This design comes from an exercise in tuning for small area on the open sky130 flow, not from production work. RTL that was checked went through simulation tests only; none was proved equivalent to the original. Power is estimated from default activity; no workload was simulated.

==> inputs of wip/amber <==
// pulsing_led_level_controller_unit
module pulsing_led_level_controller_unit (
  input  logic                       clk_i,
  input  logic                       rst_ni,
  input  logic                       in_valid,
  output logic                       in_ready,
  input  logic [1:0]                 in_command,
  input  logic [31:0]                in_now_ms,
  input  logic [31:0]                in_last_point_ms,
  input  logic [7:0]                 in_red,
  input  logic [7:0]                 in_green,
  input  logic [7:0]                 in_blue,
  output logic                       out_valid,
  input  logic                       out_ready,
  output logic [17:0]                out_level,
  output logic                       out_pulsing,
  output logic [7:0]                 out_red,
  output logic [7:0]                 out_green,
  output logic [7:0]                 out_blue,
  input  logic                       psel,
  input  logic                       penable,
  input  logic                       pwrite,
  input  logic [3:0]                 paddr,
  input  logic [31:0]                pwdata,
  output logic [31:0]                prdata,
  output logic                       pready
);
Settings: LEC_CHECK=0, ABC_AREA=1, CAP_MARGIN=20, CORE_MARGIN=2, CORE_UTILIZATION=40, PLACE_DENSITY=0.8, SLEW_MARGIN=20; clock period 11.0 ns.
standard.sh (not shown) runs the stock make flow with config.mk's settings and CLKGATE_MAP_FILE= SYNTH_SCRIPT=/design/flow/synth_recipe.tcl, a recipe that flattens the netlist after the stock synthesis.
==> flow/flow/run.sh <==
#!/bin/bash
# Standard ORFS layout (the standard.sh) with area-oriented choices:
#  - ABC maps with an area-oriented script (flow/abc_area.script, used through a copy of the
#    ORFS scripts folder); registers are mapped by the unchanged yosys flow as in the standard
#    synthesis.
#  - buf_1 as the port buffer on every input and output port.
#  - CTS with clkbuf_8 buffers, larger sink clusters and no dummy loads.
# Each tool's output goes to the ORFS logs under orfs/logs; make's output goes to flow.log.
set -euo pipefail
rm -rf orfs_scripts
cp -r "$FLOW_HOME/scripts" orfs_scripts
cp flow/abc_area.script orfs_scripts/abc_area.script
export SCRIPTS_DIR="$PWD/orfs_scripts"
export BUFFER_PORTS_ARGS="-buffer_cell sky130_fd_sc_hd__buf_1"
export SKIP_REPAIR_TIE_FANOUT=1
export CTS_ARGS="-sink_clustering_enable -repair_clock_nets -dont_use_dummy_load -buf_list sky130_fd_sc_hd__clkbuf_8 -sink_clustering_size 20 -sink_clustering_max_diameter 80"
bash standard.sh > flow.log 2>&1
==> flow/flow/abc_area.script <==
strash
&get -n
&st
&synch2
&dch -f
&put
amap
topo
stime -c
==> inputs of wip/willow, as changes to wip/amber <==
--- a/flow/design.v
+++ b/flow/design.v
@@ -22,10 +22,36 @@
   input  logic [3:0]                 paddr,
   input  logic [31:0]                pwdata,
   output logic [31:0]                prdata,
   output logic                       pready
 );
+  logic [12:0] per_q;
+  logic [16:0] low_q, upp_q, gain_q;
+  always_ff @(posedge clk_i or negedge rst_ni) begin
+    if (!rst_ni) begin
+      per_q  <= 13'd2000;
+      low_q  <= 17'd3277;
+      upp_q  <= 17'd39322;
+      gain_q <= 17'd65536;
+    end else if (psel && penable && pwrite) begin
+      case (paddr[3:2])
+        2'd0: per_q  <= pwdata[12:0];
+        2'd1: low_q  <= pwdata[16:0];
+        2'd2: upp_q  <= pwdata[16:0];
+        default: gain_q <= pwdata[16:0];
+      endcase
+    end
+  end
+  always_comb begin
+    case (paddr[3:2])
+      2'd0: prdata = {19'd0, per_q};
+      2'd1: prdata = {15'd0, low_q};
+      2'd2: prdata = {15'd0, upp_q};
+      default: prdata = {15'd0, gain_q};
+    endcase
+  end
+  assign pready = 1'b1;
   typedef enum logic [3:0] {
     S_IDLE = 4'd0,
     S_EL   = 4'd1,
     S_MOD  = 4'd2,
     S_TABS = 4'd3,
@@ -34,59 +60,25 @@
     S_W1   = 4'd6,
     S_W2   = 4'd7,
     S_STOP = 4'd8,
     S_COL  = 4'd9,
     S_ACC  = 4'd10,
-    S_OUT  = 4'd14,
-    S_RST  = 4'd12,
-    S_INIT = 4'd13
+    S_OUT  = 4'd11
   } state_e;
   state_e      st;
-  logic [12:0] per_q;
-  logic [16:0] low_q, upp_q, gain_q;
-  logic        rst_st, wr;
-  logic [16:0] pw_lo, pw_hi;
-  logic [3:0]  we;
-  assign rst_st = (st == S_RST);
-  assign wr     = psel && penable && pwrite;
-  assign pw_lo  = pwdata[16:0] & {17{~rst_st}};
-  assign pw_hi  = pwdata[16:0] | {17{rst_st}};
-  assign we[0]  = rst_st | (wr && paddr[3:2] == 2'd0);
-  assign we[1]  = rst_st | (wr && paddr[3:2] == 2'd1);
-  assign we[2]  = rst_st | (wr && paddr[3:2] == 2'd2);
-  assign we[3]  = rst_st | (wr && paddr[3:2] == 2'd3);
-  function automatic logic [16:0] wdata(input logic [16:0] rv);
-    wdata = (pw_hi & rv) | (pw_lo & ~rv);
-  endfunction
-  logic [16:0] wd_per;
-  assign wd_per = wdata(17'd2000);
-  always_ff @(posedge clk_i) begin
-    if (we[0]) per_q  <= wd_per[12:0];
-    if (we[1]) low_q  <= wdata(17'd3277);
-    if (we[2]) upp_q  <= wdata(17'd39322);
-    if (we[3]) gain_q <= wdata(17'd65536);
-  end
-  always_comb begin
-    case (paddr[3:2])
-      2'd0: prdata = {19'd0, per_q};
-      2'd1: prdata = {15'd0, low_q};
-      2'd2: prdata = {15'd0, upp_q};
-      default: prdata = {15'd0, gain_q};
-    endcase
-  end
-  assign pready = 1'b1;
   logic [4:0]  k;       
   logic [4:0]  step;    
   logic [1:0]  ch;      
   logic        k0, k16;
   assign k0  = (k == 5'd0);
   assign k16 = (k == 5'd16);
   logic [16:0] lv;      
   logic        pul;
   logic [23:0] col;     
+  logic        ov;
   logic [16:0] rr, tr;
-  logic        gt, lt, dbit, sR, neg, bq, ca, cb, cq, rd, qd, ybit;
+  logic        bw, gt, lt, seen, seen2, dbit, sR, neg, bq, ca, cb, cq, rd, qd, ybit, sat;
   logic [31:0] per_z, low_z, upp_z, gain_z;
   assign per_z  = {19'd0, per_q};
   assign low_z  = {15'd0, low_q};
   assign upp_z  = {15'd0, upp_q};
   assign gain_z = {15'd0, gain_q};
@@ -119,15 +111,24 @@
       default: cin_sel = in_blue;
     endcase
   end
   assign cj_idx = ~step[2:0];
   assign cj     = cin_sel[cj_idx] & (step[4:3] == 2'b11);
+  logic bw_e, e_b, gt_n;
+  assign bw_e = bw;
+  assign e_b  = now_b ^ last_b ^ bw_e;
+  assign gt_n = (e_b ^ c500[tidx]) ? e_b : gt;
+  logic bw0, d_b, bw_ul;
+  assign bw0   = k0 ? 1'b0 : bw;
+  assign d_b   = u_b ^ l_b ^ bw0;
+  assign bw_ul = (~u_b & (l_b | bw0)) | (l_b & bw0);
+  logic seen0, seen20;
+  assign seen0  = k0 ? 1'b0 : seen;
+  assign seen20 = k0 ? 1'b0 : seen2;
   logic fa_x, fa_y, fa_c, fa_s, fa_co;
   always_comb begin
     case (st)
-      S_MOD:   begin fa_x = u_b; fa_y = ~l_b; fa_c = k0 ? 1'b1 : ca; end
-      S_TABS:  begin fa_x = neg ? l_b : u_b; fa_y = ~(neg ? u_b : l_b); fa_c = k0 ? 1'b1 : ca; end
       S_MDB:   begin fa_x = rr[0]; fa_y = dbit & tr[0]; fa_c = k0 ? 1'b0 : ca; end
       S_COL:   begin fa_x = t_h;   fa_y = cj & lv_h;    fa_c = k0 ? 1'b0 : ca; end
       default: begin fa_x = l_b;   fa_y = q_h ^ neg;    fa_c = k0 ? (neg ^ bq) : ca; end
     endcase
   end
@@ -135,25 +136,22 @@
   assign fa_co = (fa_x & fa_y) | (fa_x & fa_c) | (fa_y & fa_c);
   logic fb_x, fb_y, fb_c, fb_s, fb_co, ybit_n;
   assign ybit_n = k0 ? fa_s : ybit;
   always_comb begin
     case (st)
-      S_EL:    begin fb_x = now_b;           fb_y = ~last_b;      fb_c = cb; end
-      S_TABS:  begin fb_x = rr[0] ^ sR;      fb_y = 1'b0;         fb_c = k0 ? sR : cb; end
-      S_W1, S_W2: begin fb_x = lv_h;         fb_y = ~c655[k];     fb_c = k0 ? 1'b1 : cb; end
       S_MOD:   begin fb_x = k0 ? now_b : rd; fb_y = p_b ^ ~sR;  fb_c = k0 ? ~sR : cb; end
       S_MDA:   begin fb_x = k0 ? 1'b0 : rd;  fb_y = p_b ^ ~sR;  fb_c = k0 ? ~sR : cb; end
       S_MDB:   begin fb_x = fa_s;            fb_y = ~sR & ~p_b; fb_c = k0 ? ~sR : cb; end
       default: begin fb_x = r_h;             fb_y = ybit_n & g_b; fb_c = k0 ? 1'b0 : cb; end
     endcase
   end
   assign fb_s  = fb_x ^ fb_y ^ fb_c;
   assign fb_co = (fb_x & fb_y) | (fb_x & fb_c) | (fb_y & fb_c);
-  logic gt_n;
-  assign gt_n = (fb_s ^ c500[tidx]) ? fb_s : gt;
-  logic lt_n;
-  assign lt_n  = (fb_s ^ fa_s) ? fa_s : (k0 ? 1'b0 : lt);
+  logic dec_b, bw_d, lt_n;
+  assign dec_b = lv_h ^ c655[k] ^ bw0;
+  assign bw_d  = (~lv_h & (c655[k] | bw0)) | (c655[k] & bw0);
+  assign lt_n  = (dec_b ^ fa_s) ? fa_s : (k0 ? 1'b0 : lt);
   logic cq0, hs;
   assign cq0 = k0 ? bq : cq;
   assign hs  = q_h ^ cq0;
   logic        xfer;      
   assign xfer = (st == S_COL) && (step == 5'd6);
@@ -182,38 +180,34 @@
         q_in = k0 ? ~sR : qd;
         col_en = 1'b1; qmode = 1'b1;
       end
       S_TABS: begin
         r_in = 1'b0;
-        t_in = fb_s;
-        q_in = fa_s;
+        t_in = rr[0] ^ (sR & seen0);
+        q_in = d_b ^ (neg & seen20);
         col_en = 1'b1; qmode = 1'b1;
       end
       S_W1: begin
         lv_en = 1'b1;
         col_en = 1'b1; qmode = 1'b1;
       end
       S_W2: begin
         lv_en = 1'b1;
-        lv_in = pul ? fa_s : fb_s;
+        lv_in = pul ? fa_s : dec_b;
         q_in = 1'b0;
         col_en = 1'b1; qmode = 1'b1;
       end
       S_STOP: begin
         lv_en = 1'b1;
         lv_in = k16;
       end
-      S_RST, S_INIT: begin
-        lv_en = 1'b1;
-        lv_in = 1'b0;
-      end
       S_COL: begin
         lv_en = 1'b1;
         if (xfer) begin
           r_in = 1'b0; t_in = 1'b0;
           col_en = (k >= 5'd7) && (k <= 5'd14);
-          col_in = sR | rr[0];
+          col_in = sat | rr[0];
         end else begin
           r_in = fb_s; t_in = fa_s;
         end
       end
       default: ;
@@ -237,28 +231,40 @@
     end
     rd <= rr[0];
     qd <= hs;
     if (col_en) col <= {col_in, col[23:18], qmode ? q_in : col[17], col[16:1]};
   end
-  always_ff @(posedge clk_i) begin
-    if (lv_en) lv <= {lv_in, lv[16:1]};
+  always_ff @(posedge clk_i or negedge rst_ni) begin
+    if (!rst_ni) begin
+      lv <= '0;
+    end else if (lv_en) begin
+      lv <= {lv_in, lv[16:1]};
+    end
   end
   always_ff @(posedge clk_i) begin
     ca    <= fa_co;
-    cb    <= (st == S_IDLE) | fb_co;
+    cb    <= fb_co;
     cq    <= q_h & cq0;
     ybit  <= ybit_n;
     lt    <= lt_n;
+    seen  <= seen0 | rr[0];
+    seen2 <= seen20 | d_b;
     gt    <= (st == S_EL) & gt_n;
     case (st)
+      S_IDLE:     bw <= 1'b0;
+      S_EL:       bw <= (~now_b & (last_b | bw_e)) | (last_b & bw_e);
+      S_W1, S_W2: bw <= bw_d;
+      default:    bw <= bw_ul;
+    endcase
+    case (st)
       S_EL: begin
         sR <= 1'b0; neg <= 1'b0; bq <= 1'b0;
       end
       S_MOD: begin
         if (k16) begin
           sR  <= fb_s;
-          neg <= ~fa_co;
+          neg <= bw_ul;
         end
       end
       S_TABS: begin
         if (k16) sR <= 1'b0;
       end
@@ -273,17 +279,17 @@
           sR <= fb_s;
           bq <= ~fb_s;
         end
       end
       S_COL: begin
-        if (k16 && !xfer) sR <= fb_s | fb_co;   
+        if (k16 && !xfer) sat <= fb_s | fb_co;
       end
       default: ;
     endcase
   end
   always_ff @(posedge clk_i) begin
-    if (st == S_IDLE || st == S_EL || st == S_RST || k16) k <= '0;
+    if (st == S_IDLE || st == S_EL || k16) k <= '0;
     else k <= k + 5'd1;
     case (st)
       S_IDLE: step <= 5'd31;
       S_EL: begin
         step <= step - 5'd1;
@@ -299,12 +305,13 @@
       default: ;
     endcase
   end
   always_ff @(posedge clk_i or negedge rst_ni) begin
     if (!rst_ni) begin
-      st   <= S_RST;
+      st   <= S_IDLE;
       pul  <= 1'b1;
+      ov   <= 1'b0;
     end else begin
       case (st)
         S_IDLE: begin
           if (in_valid) st <= S_EL;
         end
@@ -336,11 +343,11 @@
         S_MDB: begin
           if (k16) st <= (step == 5'd0) ? S_W1 : S_MDA;
         end
         S_W1: begin
           if (k16) begin
-            pul <= pul | ~fb_co | lt_n;
+            pul <= pul | bw_d | lt_n;
             st  <= S_W2;
           end
         end
         S_W2: begin
           if (k16) st <= S_ACC;
@@ -352,24 +359,26 @@
           end
         end
         S_COL: begin
           if (k16 && xfer && ch == 2'd2) st <= S_ACC;
         end
-        S_ACC: st <= S_OUT;
-        S_OUT: begin
-          if (out_ready) st <= S_IDLE;
+        S_ACC: begin
+          ov <= 1'b1;
+          st <= S_OUT;
         end
-        S_RST: st <= S_INIT;
-        S_INIT: begin
-          if (k16) st <= S_IDLE;
+        S_OUT: begin
+          if (out_ready) begin
+            ov <= 1'b0;
+            st <= S_IDLE;
+          end
         end
         default: st <= S_IDLE;
       endcase
     end
   end
   assign in_ready    = (st == S_ACC);
-  assign out_valid   = (st == S_OUT);
+  assign out_valid   = ov;
   assign out_level   = {1'b0, lv};
   assign out_pulsing = pul;
   assign out_red     = col[7:0];
   assign out_green   = col[15:8];
   assign out_blue    = col[23:16];
==> flow/flow/run.sh (replaced) <==
#!/bin/bash
# Standard ORFS layout (the standard.sh, unchanged synthesis) with smaller cells where the
# flow has a choice: buf_1 as the port buffer, no CTS dummy loads, and power recovery (cell
# downsizing on paths with slack) after global routing. Each tool's output goes to the ORFS
# logs under orfs/logs; make's own output goes to flow.log here.
set -euo pipefail
export BUFFER_PORTS_ARGS="-buffer_cell sky130_fd_sc_hd__buf_1"
export CTS_ARGS="-sink_clustering_enable -repair_clock_nets -dont_use_dummy_load"
export RECOVER_POWER=100
bash standard.sh > flow.log 2>&1
--- a/flow/config.mk
+++ b/flow/config.mk
@@ -7,7 +7,6 @@
 export LEC_CHECK = 0
 export ABC_AREA = 1
 export CAP_MARGIN = 20
 export CORE_MARGIN = 2
 export CORE_UTILIZATION = 40
-export PLACE_DENSITY = 0.8
 export SLEW_MARGIN = 20
removed: flow/flow/abc_area.script
==> notes <==
Utilization: wip/willow is lower than wip/amber (0.66 points). wip/amber passed the timing, design-rule and antenna checks. wip/willow finished but fails on capacitance limit, slew limit. Cell count: wip/willow is higher than wip/amber (about 30%). Die area: wip/amber is smaller than wip/willow (12%). Between wip/amber and wip/willow, the lower synthesized area is in wip/amber (gap 12%, measured against wip/willow). Against wip/willow, the clock power of wip/amber is lower by 34%.
==> figures <==
quantity                                                         wip/amber                     wip/willow
FF/Latch Area                                                     4570 µm²                       4310 µm²
Result of the run                                           finished clean       finished with violations
Layout check failures                                                    -  capacitance limit, slew limit
Clock tree root driver cell                                       clkbuf_8                      clkbuf_16
Detailed-route wire length                                         21.6 mm                        24.0 mm
Worst-case setup margin in the final layout                        4.47 ns                        4.81 ns
Multi-input comb cells                                                 484                            792
Met2 routed WL                                                     9.98 mm                        11.0 mm
Total buffers and inverters traversed by the critical path               3                              5
DR WL met3                                                         1.82 mm                        1.33 mm
Worst setup timing slack at the placement stage                    4.35 ns                        5.08 ns
Summed area of non-filler cells in the final layout               9110 µm²                      10100 µm²
For wip/amber, only the layout was checked, not whether the RTL still works.

-- port drivers added, routing unchanged --
No port has a modelled driver above. Below, the same layouts with a new extraction and two added sets of constraints. Step 1 sets driving cells, clkbuf_16 on the clock port and buf_2 on the other inputs (assumed; they add their load-dependent delay and slew). Step 2 adds t to the input delays and takes it off the output delays; t is the mean of the earliest and latest rising clock arrival at the registers after step 1. Input paths then give back, and output paths get back, about the clock's delay inside the block. Slacks: ideal ports / drivers / drivers and shift; pairs: ideal ports / drivers.
run	shift t [ns]	slack for setup (ns)	hold slack, ns	worst slew at a driven data input, ns	cell pins on the clock port's net
wip/amber	0.474	4.472 / 4.445 / 4.200	0.319 / 0.319 / 0.319	0.05	1
wip/willow	0.456	4.815 / 4.793 / 4.793	0.310 / 0.310 / 0.310	0.05	1
For wip/amber, which loses most, drivers alone change the setup slack by -0.027 ns; drivers and shift together by -0.272 ns.
